This design comes from an exercise in tuning for a short achievable clock period and few clock cycles on the open sky130 flow, not from production work.
The RTL was checked by simulation tests, not by an equivalence proof against the original design.
Power and IR drop assume default switching activity.

==> design/flow/config.mk <==
export PLATFORM = sky130hd
export DESIGN_NAME = ss_pipeline
export DESIGN_NICKNAME = ss_pipeline
export VERILOG_FILES = /design/flow/design.v
export SDC_FILE = /design/flow/constraint.sdc
export NUM_CORES = 4
export LEC_CHECK = 0
export ABC_CLOCK_PERIOD_IN_PS = 2500
export CAP_MARGIN = 20
export CORE_MARGIN = 2
export CORE_UTILIZATION = 40
export SETUP_SLACK_MARGIN = 3.2
export SLEW_MARGIN = 20
export SYNTH_HIERARCHICAL = 1
export TNS_END_PERCENT = 100
==> design/flow/constraint.sdc <==
create_clock -name core_clock -period 6.0 [get_ports {clock}]
set_input_delay 1.2000 -clock core_clock [delete_from_list [all_inputs] [get_ports {clock}]]
set_output_delay 1.2000 -clock core_clock [all_outputs]
set_load 0.01 [all_outputs]
==> design/flow/design.v <==
`default_nettype none
package ss_pkg;
	localparam int WAYS  = 3;   
	localparam int XLEN  = 16;
	localparam int PC_W  = 8;   
	localparam int REG_W = 3;
	localparam logic [3:0] OP_NOP  = 4'h0;
	localparam logic [3:0] OP_ADD  = 4'h1;
	localparam logic [3:0] OP_SUB  = 4'h2;
	localparam logic [3:0] OP_ADDI = 4'h3;
	localparam logic [3:0] OP_BNZ  = 4'h4;   
	localparam logic [3:0] OP_HALT = 4'h5;
endpackage
`default_nettype wire
`timescale 1ns/1ps
`default_nettype none
module reg_file (
	input  logic         clock,
	input  logic         reset,
	input  logic [2:0]   wr_en,      
	input  logic [8:0]   wr_rd,
	input  logic [47:0]  wr_data,
	input  logic [17:0]  rd_idx,     
	output logic [95:0]  rd_data,    
	input  logic [2:0]   wr_nz,      
	output logic [7:0]   nz          
);
	logic [16*8-1:0] regs;
	logic [16*8-1:0] cur;   
	logic [7:0]      nz_q;  
	always_comb begin
		cur = regs;
		for (int w = 0; w < 3; w++)   
			for (int r = 1; r < 8; r++)
				if (wr_en[w] && wr_rd[3*w +: 3] == 3'(r))
					cur[16*r +: 16] = wr_data[16*w +: 16];
		cur[15:0] = '0;
		nz = nz_q;
		for (int w = 0; w < 3; w++)
			for (int r = 1; r < 8; r++)
				if (wr_en[w] && wr_rd[3*w +: 3] == 3'(r))
					nz[r] = wr_nz[w];
		nz[0] = 1'b0;
		for (int p = 0; p < 6; p++)
			rd_data[16*p +: 16] = cur[16*rd_idx[3*p +: 3] +: 16];
	end
	always_ff @(posedge clock) begin
		if (!reset)
			regs <= '0;
		else
			regs <= cur;
	end
	always_ff @(posedge clock) begin
		if (!reset)
			nz_q <= '0;
		else
			nz_q <= nz;
	end
endmodule
`default_nettype wire
`timescale 1ns/1ps
`default_nettype none
module fetch_unit (
	input  logic         clock,
	input  logic         reset,
	input  logic         redirect_valid,
	input  logic [7:0]   redirect_target,
	output logic [7:0]   imem_addr,
	input  logic [47:0]  imem_data,
	output logic [17:0]  rf_idx,
	input  logic [95:0]  rf_data,
	input  logic [7:0]   rf_nz,      
	output logic [2:0]   x_valid,
	output logic [7:0]   x_pc,
	output logic [2:0]   x_alu,
	output logic [2:0]   x_sub,
	output logic [2:0]   x_br,
	output logic [2:0]   x_halt,
	output logic [2:0]   x_wr,
	output logic [8:0]   x_rd,
	output logic [4:0]   x_gsrc,     
	output logic [7:0]   x_fall,     
	output logic [47:0]  x_v1,       
	output logic [47:0]  x_v2,
	output logic [47:0]  x_v3,
	output logic [11:0]  x_t1sel,
	output logic [11:0]  x_t2sel,
	output logic [11:0]  x_t3sel,
	output logic [2:0]   x_inv1,
	output logic [2:0]   x_inv2,
	output logic [2:0]   x_inv3,
	output logic [2:0]   x_ci1
);
	logic [7:0]  pc;
	logic        stopped;
	logic [2:0]  is_alu, is_sub, is_addi, is_br, is_halt, uses_a, uses_b, wr;
	logic [8:0]  rd, rs1, rs2;
	logic [47:0] opa, opb;        
	logic [7:0]  pend;            
	logic [7:0]  pred_reg;        
	logic [2:0]  valid;
	logic        halt_seen;
	logic [7:0]  next_pc;
	logic [17:0] asel, bsel;      
	logic [4:0]  gsrc;
	logic [7:0]  fall;
	logic [11:0] t1sel, t2sel, t3sel;
	logic [47:0] v1, v2, v3;
	logic [2:0]  inv1, inv2, inv3, ci1;
	logic [2:0]  inb_a, inb_b;
	assign imem_addr = pc;
	always_comb begin
		for (int w = 0; w < 3; w++) begin
			is_sub[w]  = imem_data[16*w+12 +: 4] == ss_pkg::OP_SUB;
			is_addi[w] = imem_data[16*w+12 +: 4] == ss_pkg::OP_ADDI;
			is_alu[w]  = imem_data[16*w+12 +: 4] == ss_pkg::OP_ADD || is_sub[w] || is_addi[w];
			is_br[w]   = imem_data[16*w+12 +: 4] == ss_pkg::OP_BNZ;
			is_halt[w] = imem_data[16*w+12 +: 4] == ss_pkg::OP_HALT;
			uses_a[w]  = is_alu[w] || is_br[w];
			uses_b[w]  = is_alu[w] && !is_addi[w];
			rd[3*w +: 3]  = imem_data[16*w+9 +: 3];
			rs1[3*w +: 3] = imem_data[16*w+6 +: 3];
			rs2[3*w +: 3] = imem_data[16*w+3 +: 3];
			wr[w]      = is_alu[w] && rd[3*w +: 3] != 3'd0;
			rf_idx[6*w +: 3]   = rs1[3*w +: 3];
			rf_idx[6*w+3 +: 3] = rs2[3*w +: 3];
			opa[16*w +: 16] = rf_data[16*(2*w) +: 16];
			opb[16*w +: 16] = is_addi[w] ? {{10{imem_data[16*w+5]}}, imem_data[16*w +: 6]} :
				rf_data[16*(2*w+1) +: 16];
		end
		for (int r = 0; r < 8; r++) begin
			pend[r] = 1'b0;
			for (int c = 0; c < 3; c++)
				if (x_valid[c] && x_wr[c] && x_rd[3*c +: 3] == 3'(r))
					pend[r] = 1'b1;
			pred_reg[r] = pend[r] || rf_nz[r];
		end
	end
	decode_stage u_bundle (
		.instr     (imem_data),
		.pc        (pc),
		.stopped   (stopped),
		.pred_reg  (pred_reg),
		.valid     (valid),
		.halt_seen (halt_seen),
		.next_pc   (next_pc)
	);
	function automatic logic [5:0] src(input int w, input logic [2:0] idx, input logic used,
			input logic [2:0] wr_i, input logic [8:0] rd_i,
			input logic [2:0] xv, input logic [2:0] xw, input logic [8:0] xr);
		logic [5:0] s;
		s = 6'b000001;
		if (used) begin
			for (int c = 0; c < 3; c++)
				if (xv[c] && xw[c] && xr[3*c +: 3] == idx)
					s = 6'(1) << (1 + c);
			for (int j = 0; j < w; j++)
				if (wr_i[j] && rd_i[3*j +: 3] == idx)
					s = 6'(1) << (4 + j);
		end
		src = s;
	endfunction
	always_comb begin
		for (int w = 0; w < 3; w++) begin
			asel[6*w +: 6] = src(w, rs1[3*w +: 3], uses_a[w], wr, rd, x_valid, x_wr, x_rd);
			bsel[6*w +: 6] = src(w, rs2[3*w +: 3], uses_b[w], wr, rd, x_valid, x_wr, x_rd);
			inb_a[w] = asel[6*w+4] || asel[6*w+5];
			inb_b[w] = bsel[6*w+4] || bsel[6*w+5];
		end
		gsrc = '0;
		fall = pc + 8'd1;
		for (int w = 0; w < 3; w++)
			if (valid[w] && is_br[w] && !asel[6*w]) begin
				gsrc = {asel[6*w+1 +: 3], asel[6*w+4 +: 2]};
				fall = pc + 8'(w + 1);
			end
		for (int w = 0; w < 3; w++) begin
			t1sel[4*w +: 4] = {asel[6*w+1 +: 3], asel[6*w]} & {4{is_alu[w]}};
			t2sel[4*w +: 4] = {bsel[6*w+1 +: 3], bsel[6*w]} & {4{is_alu[w]}};
			t3sel[4*w +: 4] = '0;
			v1[16*w +: 16]  = opa[16*w +: 16];
			v2[16*w +: 16]  = opb[16*w +: 16];
			v3[16*w +: 16]  = opb[16*w +: 16];
			inv1[w] = 1'b0;
			inv2[w] = is_sub[w];
			inv3[w] = 1'b0;
			ci1[w]  = 1'b0;
			for (int j = 0; j < w; j++) begin
				if (is_alu[w] && (asel[6*w+4+j] || bsel[6*w+4+j])) begin
					t1sel[4*w +: 4] = {asel[6*j+1 +: 3], asel[6*j]};
					t2sel[4*w +: 4] = {bsel[6*j+1 +: 3], bsel[6*j]};
					v1[16*w +: 16]  = opa[16*j +: 16];
					v2[16*w +: 16]  = opb[16*j +: 16];
					inv1[w] = inb_b[w] && is_sub[w];
					inv2[w] = is_sub[j] ^ (inb_b[w] && is_sub[w]);
					ci1[w]  = is_sub[j] ^ (inb_b[w] && is_sub[w]);
					if (inb_b[w]) begin
						t3sel[4*w +: 4] = {asel[6*w+1 +: 3], asel[6*w]};
						v3[16*w +: 16]  = opa[16*w +: 16];
					end else begin
						t3sel[4*w +: 4] = {bsel[6*w+1 +: 3], bsel[6*w]};
						inv3[w] = is_sub[w];
					end
				end
			end
		end
	end
	always_ff @(posedge clock) begin
		if (!reset) begin
			pc      <= '0;
			stopped <= 1'b0;
		end else if (redirect_valid) begin
			pc      <= redirect_target;
			stopped <= 1'b0;
		end else begin
			pc      <= next_pc;
			stopped <= stopped | halt_seen;
		end
	end
	always_ff @(posedge clock) begin
		x_valid <= valid;
		x_gsrc  <= gsrc;
		if (!reset || redirect_valid) begin
			x_valid <= '0;
			x_gsrc  <= '0;
		end
		x_fall  <= fall;
		x_pc    <= pc;
		x_alu   <= is_alu;
		x_sub   <= is_sub;
		x_br    <= is_br;
		x_halt  <= is_halt;
		x_wr    <= wr;
		x_rd    <= rd;
		x_v1    <= v1;
		x_v2    <= v2;
		x_v3    <= v3;
		x_t1sel <= t1sel;
		x_t2sel <= t2sel;
		x_t3sel <= t3sel;
		x_inv1  <= inv1;
		x_inv2  <= inv2;
		x_inv3  <= inv3;
		x_ci1   <= ci1;
	end
endmodule
`default_nettype wire
`timescale 1ns/1ps
`default_nettype none
module decode_stage (
	input  logic [47:0] instr,
	input  logic [7:0]  pc,
	input  logic        stopped,
	input  logic [7:0]  pred_reg,
	output logic [2:0]  valid,
	output logic        halt_seen,
	output logic [7:0]  next_pc
);
	logic [3:0]  op [3];
	logic [2:0]  rd [3];
	logic [2:0]  rs1 [3];
	logic [2:0]  rs2 [3];
	logic [2:0]  is_alu, is_br, is_halt, uses_b, wr;
	logic        a1r0, b1r0, a2r0, b2r0, a2r1, b2r1;
	logic        split1, split2;
	logic [2:0]  pred;   
	always_comb begin
		for (int w = 0; w < 3; w++) begin
			op[w]      = instr[16*w+12 +: 4];
			rd[w]      = instr[16*w+9 +: 3];
			rs1[w]     = instr[16*w+6 +: 3];
			rs2[w]     = instr[16*w+3 +: 3];
			is_alu[w]  = op[w] == ss_pkg::OP_ADD || op[w] == ss_pkg::OP_SUB || op[w] == ss_pkg::OP_ADDI;
			is_br[w]   = op[w] == ss_pkg::OP_BNZ;
			is_halt[w] = op[w] == ss_pkg::OP_HALT;
			uses_b[w]  = op[w] == ss_pkg::OP_ADD || op[w] == ss_pkg::OP_SUB;
			wr[w]      = is_alu[w] && rd[w] != 3'd0;
		end
		a1r0 = wr[0] && rd[0] == rs1[1];
		b1r0 = wr[0] && rd[0] == rs2[1] && uses_b[1];
		a2r1 = wr[1] && rd[1] == rs1[2];
		b2r1 = wr[1] && rd[1] == rs2[2] && uses_b[2];
		a2r0 = wr[0] && rd[0] == rs1[2];
		b2r0 = wr[0] && rd[0] == rs2[2] && uses_b[2];
		pred[0] = pred_reg[rs1[0]];
		pred[1] = pred_reg[rs1[1]] || a1r0;
		pred[2] = pred_reg[rs1[2]] || a2r0 || a2r1;
		split1 = is_alu[1] && a1r0 && b1r0;
		split2 = ((a2r1 || b2r1) && is_alu[1] && (a1r0 || b1r0) && (is_alu[2] || is_br[2])) ||
			(is_alu[2] && (a2r0 || a2r1) && (b2r0 || b2r1));
		valid[0] = !stopped;
		valid[1] = !stopped && !(is_br[0] && pred[0]) && !is_halt[0] && !split1;
		valid[2] = valid[1] && !(is_br[1] && pred[1]) && !is_halt[1] && !split2;
		halt_seen = |(valid & is_halt);
		if (is_br[0] && pred[0])
			next_pc = {2'b00, instr[0 +: 6]};
		else if (valid[1] && is_br[1] && pred[1])
			next_pc = {2'b00, instr[16 +: 6]};
		else if (valid[2] && is_br[2] && pred[2])
			next_pc = {2'b00, instr[32 +: 6]};
		else if (valid[2])
			next_pc = pc + 8'd3;
		else if (valid[1])
			next_pc = pc + 8'd2;
		else
			next_pc = pc + 8'd1;
	end
endmodule
`default_nettype wire
`timescale 1ns/1ps
`default_nettype none
module exec_stage (
	input  logic         clock,
	input  logic         reset,
	input  logic [2:0]   x_valid,
	input  logic [7:0]   x_pc,
	input  logic [2:0]   x_alu,
	input  logic [2:0]   x_sub,
	input  logic [2:0]   x_br,
	input  logic [2:0]   x_halt,
	input  logic [2:0]   x_wr,
	input  logic [8:0]   x_rd,
	input  logic [4:0]   x_gsrc,
	input  logic [7:0]   x_fall,
	input  logic [47:0]  x_v1,
	input  logic [47:0]  x_v2,
	input  logic [47:0]  x_v3,
	input  logic [11:0]  x_t1sel,
	input  logic [11:0]  x_t2sel,
	input  logic [11:0]  x_t3sel,
	input  logic [2:0]   x_inv1,
	input  logic [2:0]   x_inv2,
	input  logic [2:0]   x_inv3,
	input  logic [2:0]   x_ci1,
	output logic         redirect_valid,
	output logic [7:0]   redirect_target,
	output logic [2:0]   commit_valid,
	output logic [23:0]  commit_pc,
	output logic [2:0]   commit_wr_en,
	output logic [8:0]   commit_rd,
	output logic [47:0]  commit_data,
	output logic [2:0]   commit_stop,
	output logic [2:0]   commit_nz     
);
	logic [47:0] t1, t2, t3;
	logic [47:0] res;
	logic [2:0]  res_nz;     
	logic [1:0]  own_nz;     
	logic [23:0] pcw;
	function automatic logic [15:0] pick(input logic [3:0] s, input logic [15:0] v,
			input logic [47:0] cd);
		pick = ({16{s[0]}} & v) | ({16{s[1]}} & cd[15:0]) | ({16{s[2]}} & cd[31:16]) |
			({16{s[3]}} & cd[47:32]);
	endfunction
	always_comb begin
		for (int w = 0; w < 3; w++) begin
			t1[16*w +: 16] = pick(x_t1sel[4*w +: 4], x_v1[16*w +: 16], commit_data) ^ {16{x_inv1[w]}};
			t2[16*w +: 16] = pick(x_t2sel[4*w +: 4], x_v2[16*w +: 16], commit_data) ^ {16{x_inv2[w]}};
			t3[16*w +: 16] = pick(x_t3sel[4*w +: 4], x_v3[16*w +: 16], commit_data) ^ {16{x_inv3[w]}};
		end
	end
	for (genvar w = 0; w < 3; w++) begin : g_add
		csa_add u_add (
			.t1  (t1[16*w +: 16]),
			.t2  (t2[16*w +: 16]),
			.t3  (t3[16*w +: 16]),
			.ci1 (x_ci1[w]),
			.ci2 (x_sub[w]),
			.sum (res[16*w +: 16]),
			.nz  (res_nz[w])
		);
	end
	for (genvar w = 0; w < 2; w++) begin : g_zero
		zero_test u_zero (
			.x  (t1[16*w +: 16]),
			.y  (t2[16*w +: 16]),
			.ci (x_sub[w]),
			.nz (own_nz[w])
		);
	end
	always_comb begin
		for (int w = 0; w < 3; w++)
			pcw[8*w +: 8] = x_pc + 8'(w);
		redirect_valid  = |(x_gsrc & ~{commit_nz, own_nz});
		redirect_target = x_fall;
	end
	always_ff @(posedge clock) begin
		commit_valid <= x_valid;
		if (!reset)
			commit_valid <= '0;
		commit_pc    <= pcw;
		commit_wr_en <= x_alu;
		commit_rd    <= x_rd;
		commit_stop  <= x_halt;
		commit_data  <= res;
		commit_nz    <= res_nz;
	end
endmodule
module csa_add (
	input  logic [15:0] t1,
	input  logic [15:0] t2,
	input  logic [15:0] t3,
	input  logic        ci1,
	input  logic        ci2,
	output logic [15:0] sum,
	output logic        nz
);
	logic [15:0] s, c;
	logic [16:0] g, p, g2, p2;
	always_comb begin
		s = t1 ^ t2 ^ t3;
		c = {(t1[14:0] & t2[14:0]) | (t1[14:0] & t3[14:0]) | (t2[14:0] & t3[14:0]), ci1};
		g = {s & c, ci2};
		p = {s ^ c, 1'b0};
		for (int d = 1; d < 17; d = d * 2) begin
			g2 = g;
			p2 = p;
			for (int i = d; i < 17; i++) begin
				g2[i] = g[i] | (p[i] & g[i-d]);
				p2[i] = p[i] & p[i-d];
			end
			g = g2;
			p = p2;
		end
		sum = (s ^ c) ^ g[15:0];
		nz = (s ^ c) != {s[14:0] | c[14:0], ci2};
	end
endmodule
module zero_test (
	input  logic [15:0] x,
	input  logic [15:0] y,
	input  logic        ci,
	output logic        nz
);
	assign nz = (x ^ y) != {x[14:0] | y[14:0], ci};
endmodule
`default_nettype wire
`timescale 1ns/1ps
`default_nettype none
module ss_pipeline (
	input  logic         clock,
	input  logic         reset,
	output logic [7:0]   imem_addr,
	input  logic [47:0]  imem_data,
	output logic [2:0]   commit_valid,
	output logic [23:0]  commit_pc,
	output logic [2:0]   commit_wr_en,
	output logic [8:0]   commit_rd,
	output logic [47:0]  commit_data,
	output logic [2:0]   commit_stop,
	output logic         halted
);
	logic         redirect_valid;
	logic [7:0]   redirect_target;
	logic [17:0]  rf_idx;
	logic [95:0]  rf_data;
	logic [7:0]   rf_nz;
	logic [2:0]   rf_wr_en;
	logic [2:0]   commit_nz;
	logic [8:0]   rf_wr_rd;
	logic [47:0]  rf_wr_data;
	logic [2:0]   x_valid, x_alu, x_sub, x_br, x_halt, x_wr;
	logic [7:0]   x_pc;
	logic [4:0]   x_gsrc;
	logic [7:0]   x_fall;
	logic [11:0]  x_t1sel, x_t2sel, x_t3sel;
	logic [47:0]  x_v1, x_v2, x_v3;
	logic [2:0]   x_inv1, x_inv2, x_inv3, x_ci1;
	logic [8:0]   x_rd;
	fetch_unit u_fetch (
		.clock           (clock),
		.reset           (reset),
		.redirect_valid  (redirect_valid),
		.redirect_target (redirect_target),
		.imem_addr       (imem_addr),
		.imem_data       (imem_data),
		.rf_idx          (rf_idx),
		.rf_data         (rf_data),
		.rf_nz           (rf_nz),
		.x_valid         (x_valid),
		.x_pc            (x_pc),
		.x_alu           (x_alu),
		.x_sub           (x_sub),
		.x_br            (x_br),
		.x_halt          (x_halt),
		.x_wr            (x_wr),
		.x_rd            (x_rd),
		.x_gsrc          (x_gsrc),
		.x_fall          (x_fall),
		.x_v1            (x_v1),
		.x_v2            (x_v2),
		.x_v3            (x_v3),
		.x_t1sel         (x_t1sel),
		.x_t2sel         (x_t2sel),
		.x_t3sel         (x_t3sel),
		.x_inv1          (x_inv1),
		.x_inv2          (x_inv2),
		.x_inv3          (x_inv3),
		.x_ci1           (x_ci1)
	);
	assign rf_wr_en   = commit_valid & commit_wr_en;
	assign rf_wr_rd   = commit_rd;
	assign rf_wr_data = commit_data;
	reg_file u_reg_file (
		.clock     (clock),
		.reset     (reset),
		.wr_en     (rf_wr_en),
		.wr_rd     (rf_wr_rd),
		.wr_data   (rf_wr_data),
		.rd_idx    (rf_idx),
		.rd_data   (rf_data),
		.wr_nz     (commit_nz),
		.nz        (rf_nz)
	);
	exec_stage u_exec (
		.clock           (clock),
		.reset           (reset),
		.x_valid         (x_valid),
		.x_pc            (x_pc),
		.x_alu           (x_alu),
		.x_sub           (x_sub),
		.x_br            (x_br),
		.x_halt          (x_halt),
		.x_wr            (x_wr),
		.x_rd            (x_rd),
		.x_gsrc          (x_gsrc),
		.x_fall          (x_fall),
		.x_v1            (x_v1),
		.x_v2            (x_v2),
		.x_v3            (x_v3),
		.x_t1sel         (x_t1sel),
		.x_t2sel         (x_t2sel),
		.x_t3sel         (x_t3sel),
		.x_inv1          (x_inv1),
		.x_inv2          (x_inv2),
		.x_inv3          (x_inv3),
		.x_ci1           (x_ci1),
		.redirect_valid  (redirect_valid),
		.redirect_target (redirect_target),
		.commit_valid    (commit_valid),
		.commit_pc       (commit_pc),
		.commit_wr_en    (commit_wr_en),
		.commit_rd       (commit_rd),
		.commit_data     (commit_data),
		.commit_stop     (commit_stop),
		.commit_nz       (commit_nz)
	);
	always_ff @(posedge clock) begin
		if (!reset)
			halted <= 1'b0;
		else if (|(commit_valid & commit_stop))
			halted <= 1'b1;   
	end
endmodule
`default_nettype wire
==> design/flow/flow/run.sh <==
#!/bin/bash
# The standard layout (standard.sh), with two changes to how it is made:
# port buffers are plain buffers instead of the delay-buffer cell that
# buffer_ports picks by default, and the resizer may swap a cell for one
# with another footprint. Everything else is the standard flow.
set -euo pipefail
bash standard.sh MATCH_CELL_FOOTPRINT=0 "BUFFER_PORTS_ARGS=-buffer_cell sky130_fd_sc_hd__buf_4" finish > standard_flow.log 2>&1
==> design/flow/standard.sh <==
#!/bin/bash
# synth_recipe.tcl (not shown) runs the flow's synth.tcl, then flattens the netlist and writes it again
# the make line also repeats each setting of config.mk as NAME=value (left out here)
make -C /OpenROAD-flow-scripts/flow DESIGN_CONFIG=/design/flow/config.mk WORK_HOME=/design/flow/orfs CLKGATE_MAP_FILE= SYNTH_SCRIPT=/design/flow/synth_recipe.tcl "${@:-finish}"
==> results.txt <==
-- power by group --
| group | internal [mW] | switching, mW | total (mW) | leakage [nW] |
|---|---|---|---|---|
| combinational | 2.34 | 3.29 | 5.63 | 16.1 |
| sequential | 3.19 | 0.593 | 3.79 | 3.62 |
| clock | 1.99 | 1.50 | 3.49 | 0.891 |
-- stage by stage --
stage | cell area (sq um) | setup WS (ns) | std cells | power [mW] | utilization, %
6_report | 51990 | 2.106 | 6337 | 12.90 | 53.92
4_1_cts | 50180 | 2.196 | 6255 | 12.37 | 52.05
3_5_place_dp | 40540 | 1.270 | 5788 | 7.959 | 42.05
3_3_place_gp | 40540 | 1.366 | 5788 | 7.947 | 42.05
5_1_grt | 51990 | 1.963 | 6336 | 13.21 | 53.92
2_1_floorplan | 39860 | 2.138 | 4736 | 6.306 | -
-- layout by cell type (no fill, tap or decap), types with 34 or more instances in the layout --
cell type and n:
buf_6 128, o21ai_1 52, xnor2_2 39, a21oi_1 236, and2_1 69, ha_4 36, o211ai_1 49, nand4_1 34
a221oi_2 142, nand3_1 49, a22o_1 152, ha_1 79, clkbuf_16 63, dfxtp_1 345, xnor2_1 250, o21ai_0 62
buf_4 489, nor3_1 94, mux2i_1 182, nand2_1 264, buf_12 72, xor2_1 84, dfxtp_4 59, a211oi_2 43
a211oi_1 63, nor2_1 336, o22ai_1 100, inv_1 226, a21oi_2 81
-- final timing paths --
path	start	to	slack [ns]	depth (start not counted)
setup reg to reg	u_exec.commit_wr_en[0]	u_fetch.x_fall[2]	2.11	19
setup / recovery	u_exec.commit_wr_en[0]	u_fetch.x_fall[2]	2.11	19
hold / removal	u_fetch.x_halt[1]	u_exec.commit_stop[1]	0.32	0
hold reg to reg	u_fetch.x_halt[1]	u_exec.commit_stop[1]	0.32	0
-- layout make-up --
class	count	area share (%)
multi-input cells	3542	60.37
clock inverters	33	0.7942
repair buffers	726	13.88
clock buffers	64	2.707
diodes	2	0.009626
flip-flops and latches	434	17.21
inverters	258	1.930
repair inverters	2	0.02888
well taps	1276	3.071
-- sequential cells by signal (all words and copies together), names as in the netlist, 5 cells and up --
signal	count
u_exec.commit_data	48
u_exec.commit_pc	23
u_exec.commit_rd	9
u_fetch.pc	8
u_fetch.x_fall	8
u_fetch.x_gsrc	5
u_fetch.x_pc	8
u_fetch.x_rd	9
u_fetch.x_t1sel	12
u_fetch.x_t2sel	12
u_fetch.x_t3sel	8
u_fetch.x_v1	48
u_fetch.x_v2	32
u_fetch.x_v3	48
u_reg_file.nz_q	7
u_reg_file.regs	112
-- metal layers --
layer	global-route usage, %	vias up	share of wire, %
met1	49.52	20801	37
met5	0	-	0.015
li1	-	17981	-
met4	28.90	6	9.0
met3	12.97	963	12
met2	59.91	3306	42
-- repair_timing --
| item | in CTS | in global routing |
|---|---|---|
| cloned | 22 | 0 |
| gates resized for setup | 1020 | 233 |
| setup buffers | 348 | 79 |
| endpoints found under the setup margin | 273 | 215 |
| pin swaps | 324 | 172 |
| hold buffers | 0 | 0 |
==> results.json <==
{
  "status": "finished clean",
  "hpwl_microns": 140900,
  "initial_core_util_pct": 40.19,
  "grt_overflow": 0,
  "fin_nets": 5233,
  "required_ns": 6.56,
  "core_sq_mm": 0.09642,
  "leakagePower_nw": 20.64,
  "synthesis.area_sq_mm": 0.03876,
  "nFillCells": 8786,
  "die_area_sq_mm": 0.09940,
  "clock_latency_ns": 0.70,
  "cts_tree": "built",
  "rows": 114,
  "critPathMostFrequentCell": "and2_4",
  "cts_made_buffers": 53,
  "drive_gt1_share_pct": 36.90,
  "port_buffers": 148,
  "area_growth_pct": 34.15,
  "first_iter_violations": 5849,
  "worstMarginPinSlew_ns": 1.171,
  "maxSlewViolCount": 0,
  "fin_worst_skew_ns": 0.04339,
  "route.vias.total": 43057,
  "gr-usage-all-layers_pct": 40.51,
  "finalSetupTns_ns": 0,
  "cp-start-kind": "flop",
  "cts_buffer_depth": 3,
  "cp_slowest_cell": "or4_4",
  "drc_errors": 0,
  "hp-class": "reg2reg",
  "fp.dieH_microns": 315.3,
  "grt_setup_unrepaired": "yes",
  "clock.fmax_mhz": 256.8,
  "hold_viol": 0,
  "finalCriticalPeriod_ns": 3.894,
  "setup_viol_count_final": 0,
  "max_stage_delay_ns": 0.44,
  "wl_microns": 209100,
  "ir_drop_mv": 0.2498,
  "ff_latch_area_sq_mm": 0.008947,
  "critPathKind": "reg2reg",
  "postSynthCellCount": 4730,
  "yosysWarnings": 16,
  "crit_buf_inv": 3,
  "grt_pass1_vias": 40792,
  "slew_headroom_pct": 21.95,
  "place_congestion": 1.052,
  "max_cap_viol_count": 0,
  "antenna_found_initial": 7,
  "cp.arrival_ns": 4.46,
  "h-tree-depth": 2,
  "vias_per_cell": 6.795,
  "crit_chain": "and2_4, and4bb_2, buf_12, mux2i_4, a211oi_2, a21o_1, or4_4, mux2i_1, mux4_2, inv_2, o21ai_2, nand4b_4, nor2_4, nand2_4, a21oi_4, buf_6, and2_4, a21oi_2, o211a_1",
  "clkSinkCount": 434,
  "cellPowerDensity_mw_per_mm2": 248.2,
  "crit_family": "simple AND/OR/NAND/NOR gates",
  "die_x_microns": 315.3,
  "end_kind": "flop",
  "clk_pin_slew_ns": 0.06,
  "io_pins": 149,
  "grt_max_degree": 62,
  "grt_pass1_wl_microns": 293500,
  "clock-root-buffer": "clkbuf_16",
  "final.period_utilization_pct": 64.91,
  "multi_input_area_sq_mm": 0.03139,
  "holdWs_ns": 0.3245,
  "drt-pass1-iter-count": 8,
  "post_drt_wl_per_cell_microns": 32.99,
  "drt.antenna.violating_nets": 0,
  "worstPathMaxFanout": 6,
  "syn_avg_cell_area_sq_um": 8.194
}
Testbench counts, summed over its fixed seeds: cycles 4,102.

[port drivers added, routing unchanged]
How much do the figures lean on ideal ports? The routed layout below was timed once more, with nothing changed but the port constraints.
Step 1 assumes that a clkbuf_16 drives the clock port and a buf_2 every other input.
Step 2, shift: input delay + t, output delay - t, t = (earliest + latest rising clock arrival at the registers) / 2. This alone moves slack from input paths to output paths.
Slacks: no drivers / after step 1 / after step 2; pairs: no drivers / after step 1.
t (ns): 0.752
setup WS [ns]: 2.106 / 2.106 / 1.841
worst register clock-pin slew, ns: 0.07 / 0.07
After both steps setup and hold are still met in this run. The setup slack of this run moves by 0.000 ns with the drivers and by -0.265 ns with both steps.
